From an optimization exercise on the open Yosys and OpenROAD flow, aimed at small area, a short achievable clock period and few clock cycles per item; shortcuts taken in it are not production practice.
At most, simulation tests tie the RTL to the original design; equivalence was not proved.
Power figures rest on the tool's default switching activity, not on a simulated workload.

==> flow/design.v (excerpt) <==
module indent_style_detector_core (
	input  logic        clk,
	input  logic        arst_n,
	input  logic        in_valid,
	output logic        in_ready,
	input  logic [7:0]  text_byte,
	input  logic        has_byte,
	input  logic        end_of_line,
	output logic        out_valid,
	input  logic        out_ready,
	output logic        keep_going,
	output logic [1:0]  tab_style,
	output logic [7:0]  indent_size,
	output logic [31:0] lines_seen,
	input  logic        cfg_we,
	input  logic [1:0]  cfg_index,
	input  logic [15:0] cfg_data
);
Size: roughly 370 flip-flops, ~78 I/O pins, roughly 23000 um2 of cells after synthesis.
export LEC_CHECK = 0
export CAP_MARGIN = 20
export CORE_MARGIN = 2
export CORE_UTILIZATION = 55
export PLACE_DENSITY = 0.7
export SETUP_SLACK_MARGIN = 5.0
export SLEW_MARGIN = 20
create_clock -name core_clock -period 8.0 [get_ports {clk}]
standard.sh (not shown) runs the stock make flow with config.mk's settings and CLKGATE_MAP_FILE= SYNTH_SCRIPT=/design/flow/synth_recipe.tcl, a recipe that flattens the netlist after the stock synthesis.
==> flow/flow/run.sh <==
#!/bin/bash
# The standard layout (standard.sh, unchanged synthesis and steps) with three
# tool settings changed: port buffers use the plain buf cell family, CTS uses clkbuf_8 and adds no
# dummy loads, and the setup margin stays at 5.0.
# The clock period and I/O constraints are untouched.
set -euo pipefail
sed -e 's/SETUP_SLACK_MARGIN=[0-9.]*/SETUP_SLACK_MARGIN=5.0 "BUFFER_PORTS_ARGS=-buffer_cell sky130_fd_sc_hd__buf_2" "CTS_ARGS=-sink_clustering_enable -repair_clock_nets -dont_use_dummy_load -buf_list sky130_fd_sc_hd__clkbuf_8"/' standard.sh > standard_tuned.sh
bash standard_tuned.sh > standard.log 2>&1
The baseline ran to the end with no violations.
Testbench counts at the start, summed over its fixed seeds: cycles 171,851, lines 9,600.
Change:
==> flow/flow/run.sh (replaced) <==
#!/bin/bash
# The standard layout (standard.sh, unchanged synthesis and steps) with three
# tool settings changed: port buffers use the plain buf cell family, CTS uses clkbuf_16 with clusters of up to 24 sinks and adds no
# dummy loads, and the setup margin stays at 5.0.
# The clock period and I/O constraints are untouched.
set -euo pipefail
sed -e 's/SETUP_SLACK_MARGIN=[0-9.]*/SETUP_SLACK_MARGIN=5.0 "BUFFER_PORTS_ARGS=-buffer_cell sky130_fd_sc_hd__buf_2" "CTS_ARGS=-sink_clustering_enable -repair_clock_nets -dont_use_dummy_load -buf_list sky130_fd_sc_hd__clkbuf_16 -sink_clustering_size 24 -sink_clustering_max_diameter 60"/' standard.sh > standard_tuned.sh
bash standard_tuned.sh > standard.log 2>&1
- ABC_AREA: default -> 1
Final area came out lower by 9.2%; non-clock buffer count came out lower by 135; combinational power came out higher by about 90%; synthesized area came out lower by 2.6%; hold slack stays flat; global-route usage came out lower by 2.2 points; clock-buffer cell count came out lower by 26; worst setup slack gains 0.54 ns.


north:
Another version of the RTL of indent_style_detector_core (not shown whole).
Size in the first run: about 2000 cells after synthesis, roughly 350 flip-flops, roughly 0.021 mm2 of cells after synthesis.
// indent_style_detector_core
module indent_style_detector_core (
	input  logic        clk,
	input  logic        arst_n,
	input  logic        in_valid,
	output logic        in_ready,
	input  logic [7:0]  text_byte,
	input  logic        has_byte,
	input  logic        end_of_line,
	output logic        out_valid,
	input  logic        out_ready,
	output logic        keep_going,
	output logic [1:0]  tab_style,
	output logic [7:0]  indent_size,
	output logic [31:0] lines_seen,
	input  logic        cfg_we,
	input  logic [1:0]  cfg_index,
	input  logic [15:0] cfg_data
);
Settings: LEC_CHECK=0, ABC_CLOCK_PERIOD_IN_PS=3000, CAP_MARGIN=20, CORE_MARGIN=2, CORE_UTILIZATION=40, PLACE_DENSITY=0.6, SETUP_SLACK_MARGIN=4.5, SLEW_MARGIN=20; clock period 8.0 ns.
run.sh (not shown) runs the stock make flow with config.mk's settings and CLKGATE_MAP_FILE= SYNTH_SCRIPT=/design/flow/synth_recipe.tcl, a recipe that flattens the netlist after the stock synthesis.
Stock flow here: none of the scripts above is used.
Testbench counts of north, summed over its fixed seeds: cycles 171,843, lines 9,600.
### north -> south
--- a/flow/config.mk
+++ b/flow/config.mk
@@ -6,9 +6,9 @@
 export NUM_CORES = 4
 export LEC_CHECK = 0
-export ABC_CLOCK_PERIOD_IN_PS = 3000
+export ABC_CLOCK_PERIOD_IN_PS = 2500
 export CAP_MARGIN = 20
 export CORE_MARGIN = 2
 export CORE_UTILIZATION = 40
 export PLACE_DENSITY = 0.6
-export SETUP_SLACK_MARGIN = 4.5
+export SETUP_SLACK_MARGIN = 5.0
 export SLEW_MARGIN = 20
==> run notes <==
Delta (south minus north): area growth from synthesis to final layout moved up, final clock period utilization by the worst path picked up an extra 0.32 points, overall global routing resource usage +0.75 points, first-iteration DRC count increased by 5.1% relative to the old numbers, via count higher. Between north and south, overall power consumption is higher for south, north comes in under that. south: wire length reported by the detailed router is about 4% higher than what north reported. north and south all finish clean. When the final numbers for north and south were put side by side, the cell area power density turned out to be greater in north.


the reference run:
Another version of the RTL of indent_style_detector_core (not shown whole).
For scale: roughly 2000 cells after synthesis, roughly 78 I/O pins, roughly 0.022 mm² of cells after synthesis.
clock: 8.0 ns
lec_check: 0
abc_clock_period_in_ps: 3000
cap_margin: 20
core_margin: 2
core_utilization: 40
place_density: 0.6
setup_slack_margin: 4.5
slew_margin: 20
The final layout from the reference run, which completed every stage, passed the timing, DRC and antenna checks at the end of the flow.
--- input diff the reference run..the trial run ---
# the reference run
export LEC_CHECK = 0
export ABC_CLOCK_PERIOD_IN_PS = 3000
export CAP_MARGIN = 20
export CORE_MARGIN = 2
export CORE_UTILIZATION = 40
export PLACE_DENSITY = 0.6
export SETUP_SLACK_MARGIN = 4.5
export SLEW_MARGIN = 20
create_clock -name core_clock -period 8.0 [get_ports {clk}]
# the trial run
export LEC_CHECK = 0
export ABC_AREA = 1
export CAP_MARGIN = 20
export CORE_MARGIN = 2
export CORE_UTILIZATION = 55
export PLACE_DENSITY = 0.7
export SETUP_SLACK_MARGIN = 4.7
export SLEW_MARGIN = 20
create_clock -name core_clock -period 8.0 [get_ports {clk}]
==> run notes <==
The trial run went all the way through synthesis, placement and routing and the layout is clean on timing, DRC and antenna. Row multiplexer fraction of the synthesized cell area: the trial run lower / the reference run higher. The trial run against the reference run: slack of the critical path grew by 0.18 ns; number of distinct library cells after synthesis went down about 30%. Most frequent standard cell in the layout excluding fill and tap cells = sky130_fd_sc_hd__nand2_1: the trial run; most frequent standard cell in the layout excluding fill and tap cells = sky130_fd_sc_hd__edfxtp_1: the reference run. Filler cell count (the trial run / the reference run): 0.71. From the reference run to the trial run the numbers moved as follows: placed instance area went up by about 1.5%, pin count of the biggest net entering global routing -40, design internal power now larger, met3 demand-to-capacity share in global routing climbed 0.33 points, area share of buffers outside the clock network fell by 0.80 points. Clock period minus worst slack delta for the trial run relative to the reference run: 0.18 ns lower. The area share of fa/ha/maj cells after synthesis number comes out lower for the trial run vs the reference run.
No run of this note included a check of the RTL's function; only the layout flow was run.


Another version of the RTL of indent_style_detector_core (not shown whole).
Size: roughly 2,700 cells after synthesis, roughly 78 I/O pins, about 22,000 um2 of cells after synthesis.
==> flow/config.mk <==
export PLATFORM = sky130hd
export DESIGN_NAME = indent_style_detector_core
export DESIGN_NICKNAME = indent_style_detector_core
export VERILOG_FILES = /design/flow/design.v
export SDC_FILE = /design/flow/constraint.sdc
export NUM_CORES = 4
export LEC_CHECK = 0
export ABC_AREA = 1
export CAP_MARGIN = 20
export CORE_MARGIN = 2
export CORE_UTILIZATION = 55
export PLACE_DENSITY = 0.7
export SETUP_SLACK_MARGIN = 5.0
export SLEW_MARGIN = 20
==> flow/constraint.sdc <==
create_clock -name core_clock -period 8.0 [get_ports {clk}]
set_input_delay 1.6000 -clock core_clock [delete_from_list [all_inputs] [get_ports {clk}]]
set_output_delay 1.6000 -clock core_clock [all_outputs]
set_load 0.01 [all_outputs]
standard.sh (not shown) runs the stock make flow with config.mk's settings and CLKGATE_MAP_FILE= SYNTH_SCRIPT=/design/flow/synth_recipe.tcl, a recipe that flattens the netlist after the stock synthesis.
==> flow/flow/run.sh <==
#!/bin/bash
# The standard layout (standard.sh, unchanged synthesis and steps) with three
# tool settings changed: port buffers use the plain buf cell family, CTS uses clkbuf_8, clusters of up to 16 sinks and adds no
# dummy loads, and the setup margin stays at 5.0.
# The clock period and I/O constraints are untouched.
set -euo pipefail
sed -e 's/SETUP_SLACK_MARGIN=[0-9.]*/SETUP_SLACK_MARGIN=5.0 "BUFFER_PORTS_ARGS=-buffer_cell sky130_fd_sc_hd__buf_2" "CTS_ARGS=-sink_clustering_enable -repair_clock_nets -dont_use_dummy_load -buf_list sky130_fd_sc_hd__clkbuf_8 -sink_clustering_size 16 -sink_clustering_max_diameter 50"/' standard.sh > standard_tuned.sh
bash standard_tuned.sh > standard.log 2>&1
Testbench counts at the start, summed over its fixed seeds: cycles 171,851, lines 9,600.
Change:
==> flow/flow/run.sh (replaced) <==
#!/bin/bash
# The standard layout (standard.sh, unchanged synthesis and steps) with three
# tool settings changed: port buffers use the plain buf cell family, CTS uses clkbuf_8 and adds no
# dummy loads, and the setup margin stays at 5.0.
# The clock period and I/O constraints are untouched.
set -euo pipefail
sed -e 's/SETUP_SLACK_MARGIN=[0-9.]*/SETUP_SLACK_MARGIN=5.0 "BUFFER_PORTS_ARGS=-buffer_cell sky130_fd_sc_hd__buf_2" "CTS_ARGS=-sink_clustering_enable -repair_clock_nets -dont_use_dummy_load -buf_list sky130_fd_sc_hd__clkbuf_8"/' standard.sh > standard_tuned.sh
bash standard_tuned.sh > standard.log 2>&1
What happened: The changed run went through all stages and came out clean. Wire length rose slightly. Synthesized cell count stays the same. Critical path depth fell by 9. Combinational power barely changes. Area after synthesis does not change.
Change:
==> flow/flow/run.sh (replaced) <==
#!/bin/bash
# The standard layout (standard.sh, unchanged synthesis and steps) with three
# tool settings changed: port buffers use the plain buf cell family, CTS uses clkbuf_8 and adds no
# dummy loads, and the setup margin is 5.2.
# The clock period and I/O constraints are untouched.
set -euo pipefail
sed -e 's/SETUP_SLACK_MARGIN=[0-9.]*/SETUP_SLACK_MARGIN=5.2 "BUFFER_PORTS_ARGS=-buffer_cell sky130_fd_sc_hd__buf_2" "CTS_ARGS=-sink_clustering_enable -repair_clock_nets -dont_use_dummy_load -buf_list sky130_fd_sc_hd__clkbuf_8"/' standard.sh > standard_tuned.sh
bash standard_tuned.sh > standard.log 2>&1
After rerunning:
- setup slack improved by 100 ps
- synthesized cell count does not change
- die area is unchanged
- non-clock buffer count increases by 52
- power increases by a few percent
Change:
==> flow/flow/run.sh (replaced) <==
#!/bin/bash
# The standard layout (standard.sh, unchanged synthesis and steps) with three
# tool settings changed: port buffers use the plain buf cell family, CTS uses clkbuf_8 and adds no
# dummy loads, and the setup margin stays at 5.0.
# The clock period and I/O constraints are untouched.
set -euo pipefail
sed -e 's/SETUP_SLACK_MARGIN=[0-9.]*/SETUP_SLACK_MARGIN=5.0 "BUFFER_PORTS_ARGS=-buffer_cell sky130_fd_sc_hd__buf_2" "CTS_ARGS=-sink_clustering_enable -repair_clock_nets -dont_use_dummy_load -buf_list sky130_fd_sc_hd__clkbuf_8"/' standard.sh > standard_tuned.sh
bash standard_tuned.sh > standard.log 2>&1
--- a/flow/config.mk
+++ b/flow/config.mk
@@ -9,6 +9,6 @@
 export CAP_MARGIN = 20
 export CORE_MARGIN = 2
-export CORE_UTILIZATION = 55
-export PLACE_DENSITY = 0.7
+export CORE_UTILIZATION = 65
+export PLACE_DENSITY = 0.8
 export SETUP_SLACK_MARGIN = 5.0
 export SLEW_MARGIN = 20
Result:
- worst setup slack is worse by 100 ps
- routed wire length goes down by 4.2%
- global-route usage grows by 3.8 points
- clock-buffer cell count is lower by 11
- synthesized cell count stays the same
- synthesized area stays the same
- cell count went down by 4.2%
- utilization goes up by 7.9 points
- fmax decreases by 3.5%
- critical path depth is unchanged
Change:
==> flow/flow/run.sh (replaced) <==
#!/bin/bash
# The standard layout (standard.sh, unchanged synthesis and steps) with three
# tool settings changed: port buffers use the plain buf cell family, CTS uses clkbuf_8 and adds no
# dummy loads, and the setup margin is 4.8.
# The clock period and I/O constraints are untouched.
set -euo pipefail
sed -e 's/SETUP_SLACK_MARGIN=[0-9.]*/SETUP_SLACK_MARGIN=4.8 "BUFFER_PORTS_ARGS=-buffer_cell sky130_fd_sc_hd__buf_2" "CTS_ARGS=-sink_clustering_enable -repair_clock_nets -dont_use_dummy_load -buf_list sky130_fd_sc_hd__clkbuf_8"/' standard.sh > standard_tuned.sh
bash standard_tuned.sh > standard.log 2>&1
--- a/flow/config.mk
+++ b/flow/config.mk
@@ -9,6 +9,6 @@
 export CAP_MARGIN = 20
 export CORE_MARGIN = 2
-export CORE_UTILIZATION = 65
-export PLACE_DENSITY = 0.8
+export CORE_UTILIZATION = 55
+export PLACE_DENSITY = 0.7
 export SETUP_SLACK_MARGIN = 5.0
 export SLEW_MARGIN = 20
The new run finished clean. Total power is higher slightly. Synthesized area does not change. Cell area hardly moves. Global-route usage is lower by 4.5 points. Die area is higher by about a fifth.
Change:
==> flow/flow/run.sh (replaced) <==
#!/bin/bash
# The standard layout (standard.sh, unchanged synthesis and steps) with three
# tool settings changed: port buffers use the plain buf cell family, CTS adds no
# dummy loads, and the setup repair aims further below the period.
# The clock period and I/O constraints are untouched.
set -euo pipefail
sed -e 's/SETUP_SLACK_MARGIN=[0-9.]*/SETUP_SLACK_MARGIN=5.4 "BUFFER_PORTS_ARGS=-buffer_cell sky130_fd_sc_hd__buf_2" "CTS_ARGS=-sink_clustering_enable -repair_clock_nets -dont_use_dummy_load"/' standard.sh > standard_tuned.sh
bash standard_tuned.sh > standard.log 2>&1
After rerunning: Routed wire length went up by 7.2%; fmax came out higher by 9.5%; clock skew fell by 38 ps; total power climbs by 10%; worst setup slack improves by 270 ps; register-to-register slack gains 190 ps; design area grows by 11%; clock power rises by 21%.

afterwards: timing with drivers on the ports:
In the flow no input, the clock included, has a driving cell. The finished layouts below were timed again as built, in two steps. Step 1 sets driving cells, clkbuf_16 on the clock port and buf_2 on the other inputs (assumed; they add their load-dependent delay and slew). Step 2 moves the port delays by t, midway between the first and last clock arrival at a register: inputs arrive t later, outputs are due t later. That takes back most of the time a late clock gives input paths. a / b / c = ideal ports / drivers / drivers and shift; a / b = the first two.
run | t, ns | setup WS [ns] | worst setup path after step 2
the first run of note 1 | 0.674 | 4.557 / 4.557 / 4.245 | input to register
the second run of note 1 | 0.586 | 5.096 / 5.080 / 4.544 | input to register
north | 0.634 | 4.137 / 4.137 / 3.971 | input to register
south | 0.621 | 4.112 / 4.112 / 4.112 | register to register
the reference run | 0.637 | 4.558 / 4.558 / 3.948 | input to register
the trial run | 0.621 | 4.737 / 4.683 / 4.244 | input to register
the first run of note 4 | 0.647 | 5.048 / 5.002 / 4.429 | input to register
the second run of note 4 | 0.699 | 5.054 / 5.005 / 4.444 | input to register
the third run of note 4 | 0.651 | 5.156 / 5.103 / 4.651 | input to register
the fourth run of note 4 | 0.683 | 5.055 / 5.002 / 4.472 | input to register
the fifth run of note 4 | 0.697 | 4.935 / 4.964 / 4.267 | input to register
the sixth run of note 4 | 0.611 | 5.201 / 5.141 / 4.865 | input to register
After both steps setup and hold are still met in every run listed. The setup slack of the fifth run of note 4, which loses most, moves by +0.029 ns with the drivers and by -0.668 ns with both steps.
